This is an optimization exercise on Yosys and OpenROAD, whose aim is small area, a short achievable clock period and few clock cycles per item, not a production implementation.
Power is estimated from default activity; no workload was simulated.

Setup of v34:
// tcp_synack_reply_builder
module tcp_synack_reply_builder (
  input  logic         clk,
  input  logic         rst,
  input  logic         in_valid,
  output logic         in_stall,
  input  logic [271:0] in_data,
  output logic         out_valid,
  input  logic         out_stall,
  output logic [256:0] out_data,
  input  logic         psel,
  input  logic         penable,
  input  logic         pwrite,
  input  logic [2:0]   paddr,
  input  logic [31:0]  pwdata,
  output logic [31:0]  prdata,
  output logic         pready
);
  function automatic logic [15:0] eac_add(input logic [15:0] x, input logic [15:0] y);
    logic [15:0] g, p, gg, pp, c;
    logic cin;
    g = x & y; p = x ^ y; gg = g; pp = p;
    for (int l = 0; l < 4; l++)
      for (int i = 0; i < 16; i++)
        if ((i >> l) & 1) begin
          gg[i] = gg[i] | (pp[i] & gg[((i >> l) << l) - 1]);
          pp[i] = pp[i] & pp[((i >> l) << l) - 1];
        end
    cin = gg[15];
    c[0] = cin;
    for (int i = 1; i < 16; i++) c[i] = gg[i-1] | (pp[i-1] & cin);
    eac_add = p ^ c;
  endfunction
  function automatic logic [15:0] eac_add0(input logic [15:0] x, input logic [15:0] y);
    logic [15:0] g, p, gg, pp, c;
    logic cin;
    g = x & y; p = x ^ y; gg = g; pp = p;
    for (int l = 0; l < 4; l++)
      for (int i = 0; i < 16; i++)
        if ((i >> l) & 1) begin
          gg[i] = gg[i] | (pp[i] & gg[((i >> l) << l) - 1]);
          pp[i] = pp[i] & pp[((i >> l) << l) - 1];
        end
    cin = gg[15] | pp[15];
    c[0] = cin;
    for (int i = 1; i < 16; i++) c[i] = gg[i-1] | (pp[i-1] & cin);
    eac_add0 = p ^ c;
  endfunction
  function automatic logic [15:0] eac_add0_ks(input logic [15:0] x, input logic [15:0] y);
    logic [15:0] p, gg, pp, g2, p2;
    p = x ^ y; gg = x & y; pp = p;
    for (int l = 0; l < 4; l++) begin
  ...
export LEC_CHECK = 0
export ABC_AREA = 0
export CAP_MARGIN = 20
export CORE_MARGIN = 2
export CORE_UTILIZATION = 40
export SETUP_SLACK_MARGIN = 3.9
export SLEW_MARGIN = 20
create_clock -name core_clock -period 8.0 [get_ports {clk}]
standard.sh (not shown) runs the stock make flow with config.mk's settings and CLKGATE_MAP_FILE= SYNTH_SCRIPT=/design/flow/synth_recipe.tcl, a recipe that flattens the netlist after the stock synthesis.
==> flow/flow/run.sh <==
#!/bin/bash
# Standard ORFS layout (the standard.sh), with the port buffers that
# buffer_ports inserts made sky130_fd_sc_hd__buf_1 instead of its default pick.
set -uo pipefail
bash standard.sh BUFFER_PORTS_ARGS="-buffer_cell sky130_fd_sc_hd__buf_1" finish > standard_make.log 2>&1
status=$?
tail -50 standard_make.log
exit $status
> inputs changed (v34 -> v23)
--- a/flow/design.v
+++ b/flow/design.v
@@ -105,22 +105,15 @@
   assign {dip_hi, dip_lo} = dip;
   assign {ack_hi, ack_lo} = ack_in;
   assign {seq_hi, seq_lo} = seq_in;
   logic match;
   assign match = (etype == 16'h0800) && (proto == 8'h06) && (dport == local_port) &&
                  (flags[5:0] == 6'h12);
   logic [31:0] ack_next;
-  logic [31:0] seq_pre;
-  always_comb begin
-    seq_pre = seq_in;
-    for (int l = 0; l < 5; l++)
-      for (int i = 0; i < 32; i++)
-        if ((i >> l) & 1) seq_pre[i] = seq_pre[i] & seq_pre[((i >> l) << l) - 1];
-  end
-  assign ack_next = seq_in ^ {seq_pre[30:0], 1'b1};
+  assign ack_next = seq_in + 32'd1;
   logic seq_wrap;
   assign seq_wrap = &seq_in;
   logic [15:0] sh_s, sh_m;
   assign sh_s[0] = sip_hi[0] ^ sip_lo[0] ^ dip_hi[0];
   assign sh_m[0] = (sip_hi[0] & sip_lo[0]) | (sip_hi[0] & dip_hi[0]) | (sip_lo[0] & dip_hi[0]);
   assign sh_s[1] = sip_hi[1] ^ sip_lo[1] ^ dip_hi[1];
   assign sh_m[1] = (sip_hi[1] & sip_lo[1]) | (sip_hi[1] & dip_hi[1]) | (sip_lo[1] & dip_hi[1]);
@@ -542,20 +535,28 @@
   assign tcp_a = {tcp_c254, tcp_c252, tcp_c250, tcp_c248, tcp_c246, tcp_c244, tcp_c242, tcp_c240, tcp_c238, tcp_c236, tcp_c234, tcp_c232, tcp_c230, tcp_c228, tcp_c226, tcp_s225};
   assign tcp_b = {tcp_s255, tcp_s253, tcp_s251, tcp_s249, tcp_s247, tcp_s245, tcp_s243, tcp_s241, tcp_s239, tcp_s237, tcp_s235, tcp_s233, tcp_s231, tcp_s229, tcp_s227, tcp_c256};
   logic [15:0] tcp_x, tcp_y, tcp_hs, tcp_hc;
   assign tcp_x  = ~tcp_a;
   assign tcp_y  = ~tcp_b;
   assign tcp_hs = tcp_x ^ tcp_y ^ {15'd0, seq_wrap};
   assign tcp_hc = (tcp_x & tcp_y) | ({15'd0, seq_wrap} & (tcp_x ^ tcp_y));
-  localparam int W = 1 + 48 + 48 + 32 + 32 + 32 + 32 + 32 + 32 + 0;
+  logic [15:0] ipx, ipy, tcx, tcy, ip_bs, tcp_bs;
+  logic [1:0] ip_bc, tcp_bc;
+  assign ipx = ~ip_a;
+  assign ipy = ~ip_b;
+  assign tcx = ~tcp_a;
+  assign tcy = ~tcp_b;
+  assign {ip_bc[0], ip_bs[7:0]} = {1'b0, ipx[7:0]} + {1'b0, ipy[7:0]};
+  assign {ip_bc[1], ip_bs[15:8]} = {1'b0, ipx[15:8]} + {1'b0, ipy[15:8]};
+  localparam int W = 1 + 48 + 48 + 32 + 32 + 32 + 32 + 18 + 32;
   logic         ld;
   logic [W-1:0] nxt, q;
   assign ld       = !out_valid || !out_stall;
   assign in_stall = !ld;
-  assign nxt = {1'b1, smac, dmac, dip, sip, ack_in, ack_next, ~ip_a, ~ip_b, tcp_hs, {tcp_hc[14:0], tcp_hc[15]}};
+  assign nxt = {1'b1, smac, dmac, dip, sip, ack_in, ack_next, ip_bs, ip_bc, tcp_hs, {tcp_hc[14:0], tcp_hc[15]}};
   always_ff @(posedge clk) begin
     if (rst)     out_valid <= 1'b0;
     else if (ld) out_valid <= in_valid;
   end
   logic ld_m, hold;
   logic [W-1:0] q_d;
   assign ld_m = ld && match;
@@ -563,14 +564,15 @@
   assign q_d = (nxt & {W{ld_m}}) | (q & {W{hold}});
   always_ff @(posedge clk) begin
     q <= q_d;
   end
   logic        q_send;
   logic [47:0] q_dmac, q_smac;
   logic [31:0] q_sip, q_dip, q_seq, q_ack;
-  logic [15:0] q_ipx, q_ipy, q_tcpx, q_tcpy;
-  logic        q_wrap;
-  assign {q_send, q_dmac, q_smac, q_sip, q_dip, q_seq, q_ack, q_ipx, q_ipy, q_tcpx, q_tcpy} = q;
-  assign q_wrap = 1'b0;
-  assign out_data = {q_send, q_dmac, q_smac, q_sip, q_dip, eac_add0_ks(q_ipx, q_ipy),
-                     q_seq, q_ack, eac_add0_ks(q_tcpx, q_tcpy)};
+  logic [15:0] q_ips, q_tcps, q_ipc, q_tcpc;
+  logic [1:0] q_ipbc, q_tcpbc;
+  assign {q_send, q_dmac, q_smac, q_sip, q_dip, q_seq, q_ack, q_ips, q_ipbc, q_tcps, q_tcpc} = q;
+  assign q_tcpbc = '0;
+  assign q_ipc = {1'b0, 1'b0, 1'b0, 1'b0, 1'b0, 1'b0, 1'b0, q_ipbc[0], 1'b0, 1'b0, 1'b0, 1'b0, 1'b0, 1'b0, 1'b0, q_ipbc[1]};
+  assign out_data = {q_send, q_dmac, q_smac, q_sip, q_dip, eac_add0_ks(q_ips, q_ipc),
+                     q_seq, q_ack, eac_add0_ks(q_tcps, q_tcpc)};
 endmodule
==> comparison <==
Having completed the whole flow, v34 delivered a layout that passed the timing, design-rule and antenna checks. v23 was carried through to the last stage, and its layout satisfied the timing, design-rule and antenna checks. Compared with v34, total number of placement rows in v23 decreased slightly. Start point of the critical path: q[17]$_DFF_P_ -> v34, in_data[104] -> v23. Diff v23 and v34: wire length higher in v34. met2 layer wire length in the routed design went down by a few percent going from v34 to v23. Area of the core: v23 vs v34 down 2.9%. In the reports for v23 and v34, the smaller area added between synthesis and finish belongs to v23. The power share of the clock group of v23 falls short of that of v34 by 3.1 points. Against v34, power in v23 came out worse. Number of global-route vias before repair (v23 / v34): 0.934.
Function was not checked in any run of this note: the RTL went through the layout flow alone.

[static timing again, ports no longer ideal]
How much do the figures lean on ideal ports? The routed layouts below were timed once more, with nothing changed but the port constraints.
Step 1 assumes that a clkbuf_16 drives the clock port and a buf_2 every other input.
Step 2 also shifts input and output timing later by t, the mid clock arrival at the registers, as if the neighbouring blocks saw the same clock.
Three values: ideal ports, drivers, drivers and shift; two values: the first two.
| run | shift t [ns] | slack for setup (ns) | clock arrival spread, ns | worst slew at a driven data input, ns | cell pins on the clock port's net |
|---|---|---|---|---|---|
| v34 | 0.633 | 3.805 / 3.741 / 3.343 | 0.031 / 0.031 | 0.12 | 1 |
| v23 | 0.613 | 3.901 / 3.909 / 3.329 | 0.036 / 0.036 | 0.08 | 1 |
After both steps setup and hold are still met in every run listed. The setup slack of v23, which loses most, moves by +0.008 ns with the drivers and by -0.572 ns with both steps.
